From an optimization exercise on the open Yosys and OpenROAD flow, aimed at small area, a short achievable clock period and few clock cycles; shortcuts taken in it are not production practice.
In this exercise RTL edits were held to simulation tests only and were not proved equivalent to the original.

== xenon ==
==> flow/design.v (excerpt) <==
module pb_mcast_unroller #(
  parameter int unsigned AddrWidth  = pb_mcast_pkg::ADDR_W,
  parameter int unsigned UserWidth  = pb_mcast_pkg::USER_W,
  parameter int unsigned SelWidth   = pb_mcast_pkg::SEL_W,
  parameter int unsigned MeshDimX   = 4,
  parameter int unsigned MeshDimY   = 4,
  parameter int unsigned CoordWidth = pb_mcast_pkg::COORD_W
) (
  input  logic                  clk_i,
  input  logic                  rst_i,
  input  logic                  in_valid_i,
  output logic                  in_ready_o,
  input  logic [AddrWidth-1:0]  in_addr_i,
  input  logic [AddrWidth-1:0]  in_mask_i,
  input  logic [2*SelWidth-1:0] in_sel_x_i,
  input  logic [2*SelWidth-1:0] in_sel_y_i,
  input  logic [UserWidth-1:0]  in_user_i,
  output logic                  out_valid_o,
  input  logic                  out_ready_i,
  output logic [AddrWidth-1:0]  out_addr_o,
  output logic [CoordWidth-1:0] out_x_o,
  output logic [CoordWidth-1:0] out_y_o,
  output logic [UserWidth-1:0]  out_user_o,
  output logic                  out_last_o,
  output logic                  busy_o,
  output logic                  err_o
);
  localparam int unsigned AW = 48;    
  localparam int unsigned SW = 6;
  function automatic logic [AW-1:0] thermo(input logic [5:0] hgt, input logic [5:0] heq,
                                           input logic [7:0] lgt);
    logic [AW-1:0] t;
  ...
For scale: about 1600 cells after synthesis, roughly 12000 um2 of cells after synthesis.
clock: 7.0 ns
lec_check: 0
abc_area: 0
cap_margin: 20
core_margin: 2
core_utilization: 40
cts_buf_list: sky130_fd_sc_hd__clkbuf_8
cts_cluster_size: 20
setup_slack_margin: 4.0
slew_margin: 20
tns_end_percent: 0
standard.sh (not shown) runs the stock make flow with config.mk's settings and CLKGATE_MAP_FILE= SYNTH_SCRIPT=/design/flow/synth_recipe.tcl, a recipe that flattens the netlist after the stock synthesis.
==> flow/flow/run.sh <==
#!/bin/bash
# Standard layout, with the port buffers made from the smallest buffer cell
# (the default pick is a larger delay buffer). Everything else is the standard flow's
# standard flow.
set -euo pipefail
export BUFFER_PORTS_ARGS="-buffer_cell sky130_fd_sc_hd__buf_1"
bash standard.sh 2>&1 | tee standard_flow.log
xenon: PASS, flow complete, no timing, DRC or antenna violations
Testbench counts of xenon, summed over its fixed seeds: cycles 13,033.
#### Input delta (cedar over xenon)
# xenon
export LEC_CHECK = 0
export ABC_AREA = 0
export CAP_MARGIN = 20
export CORE_MARGIN = 2
export CORE_UTILIZATION = 40
export CTS_BUF_LIST = sky130_fd_sc_hd__clkbuf_8
export CTS_CLUSTER_SIZE = 20
export SETUP_SLACK_MARGIN = 4.0
export SLEW_MARGIN = 20
export TNS_END_PERCENT = 0
create_clock -name core_clock -period 7.0 [get_ports {clk_i}]
# cedar
export LEC_CHECK = 0
export ABC_AREA = 1
export CAP_MARGIN = 20
export CORE_MARGIN = 2
export CORE_UTILIZATION = 40
export CTS_BUF_LIST = sky130_fd_sc_hd__clkbuf_8
export CTS_CLUSTER_SIZE = 20
export SETUP_SLACK_MARGIN = 4.0
export SLEW_MARGIN = 20
export TNS_END_PERCENT = 0
create_clock -name core_clock -period 7.0 [get_ports {clk_i}]
Findings:
Going from xenon to cedar, the signed area change from the synthesized netlist to the final layout was found to have gone down by 3.3 points.
Compared to xenon, cedar shows a wider setup margin.
Last element of the critical path = out_y_o[1]: cedar; last element of the critical path = busy_q$_SDFF_PP0_: xenon
Clock skew delta (cedar − xenon): favourable
cedar: routability congestion estimate from global placement is 1.9% lower than what xenon reported.

---

Another version of the RTL of pb_mcast_unroller (not shown whole).
Size in the first run: ~210 I/O pins, ~12000 um^2 of cells after synthesis.
## pb_mcast_unroller
module pb_mcast_unroller #(
  parameter int unsigned AddrWidth  = pb_mcast_pkg::ADDR_W,
  parameter int unsigned UserWidth  = pb_mcast_pkg::USER_W,
  parameter int unsigned SelWidth   = pb_mcast_pkg::SEL_W,
  parameter int unsigned MeshDimX   = 4,
  parameter int unsigned MeshDimY   = 4,
  parameter int unsigned CoordWidth = pb_mcast_pkg::COORD_W
) (
  input  logic                  clk_i,
  input  logic                  rst_i,
  input  logic                  in_valid_i,
  output logic                  in_ready_o,
  input  logic [AddrWidth-1:0]  in_addr_i,
  input  logic [AddrWidth-1:0]  in_mask_i,
  input  logic [2*SelWidth-1:0] in_sel_x_i,
  input  logic [2*SelWidth-1:0] in_sel_y_i,
  input  logic [UserWidth-1:0]  in_user_i,
  output logic                  out_valid_o,
  input  logic                  out_ready_i,
  output logic [AddrWidth-1:0]  out_addr_o,
  output logic [CoordWidth-1:0] out_x_o,
  output logic [CoordWidth-1:0] out_y_o,
  output logic [UserWidth-1:0]  out_user_o,
  output logic                  out_last_o,
  output logic                  busy_o,
  output logic                  err_o
);
Settings: LEC_CHECK=0, ABC_AREA=1, CAP_MARGIN=20, CORE_MARGIN=2, CORE_UTILIZATION=40, CTS_BUF_LIST=sky130_fd_sc_hd__clkbuf_8, CTS_CLUSTER_SIZE=20, PLACE_DENSITY=0.8, SETUP_SLACK_MARGIN=4.0, SLEW_MARGIN=20, TNS_END_PERCENT=0; clock period 7.0 ns.
Scripts as last shown in full above: flow/flow/run.sh
The baseline completed with no timing, DRC or antenna violations.
Testbench counts at the start, summed over its fixed seeds: cycles 13,033.
Change:
Settings changed: CTS_BUF_LIST sky130_fd_sc_hd__clkbuf_8 to default, CTS_CLUSTER_SIZE 20 to default, PLACE_DENSITY 0.8 to default, SETUP_SLACK_MARGIN 4.0 to default, TNS_END_PERCENT 0 to default.
After rerunning: The changed run went through all stages and came out clean; die area stays the same; hold slack gets better by 0.020 ns; synthesized area stays the same; non-clock buffer count drops by 60; core utilization drops by 2.4 points; clock-buffer cell count climbs by 1.

re-timing with driven ports:
The results above use ideal ports. As a check the final layouts listed here were re-extracted and re-timed, cells and wires unchanged.
Step 1 sets driving cells, clkbuf_16 on the clock port and buf_2 on the other inputs (assumed; they add their load-dependent delay and slew).
Step 2 moves the port delays by t, midway between the first and last clock arrival at a register: inputs arrive t later, outputs are due t later. That takes back most of the time a late clock gives input paths.
Slacks: ideal ports / drivers / drivers and shift; pairs: ideal ports / drivers.
| run | t, ns | slack for setup (ns) | worst setup path at the end | latest minus earliest clock arrival (ns) | worst data-port slew with drivers (ns) |
|---|---|---|---|---|---|
| xenon | 0.483 | 3.078 / 3.098 / 2.615 | input to register | 0.015 / 0.014 | 0.04 |
| cedar | 0.494 | 3.102 / 3.065 / 2.686 | input to register | 0.011 / 0.011 | 0.06 |
| the first run of note 2 | 0.476 | 3.166 / 3.175 / 2.699 | input to register | 0.019 / 0.020 | 0.06 |
| the second run of note 2 | 0.468 | 2.286 / 2.306 / 1.838 | input to register | 0.010 / 0.010 | 0.05 |
After both steps setup and hold are still met in every run listed. The setup slack of the first run of note 2, which loses most, moves by +0.009 ns with the drivers and by -0.467 ns with both steps.
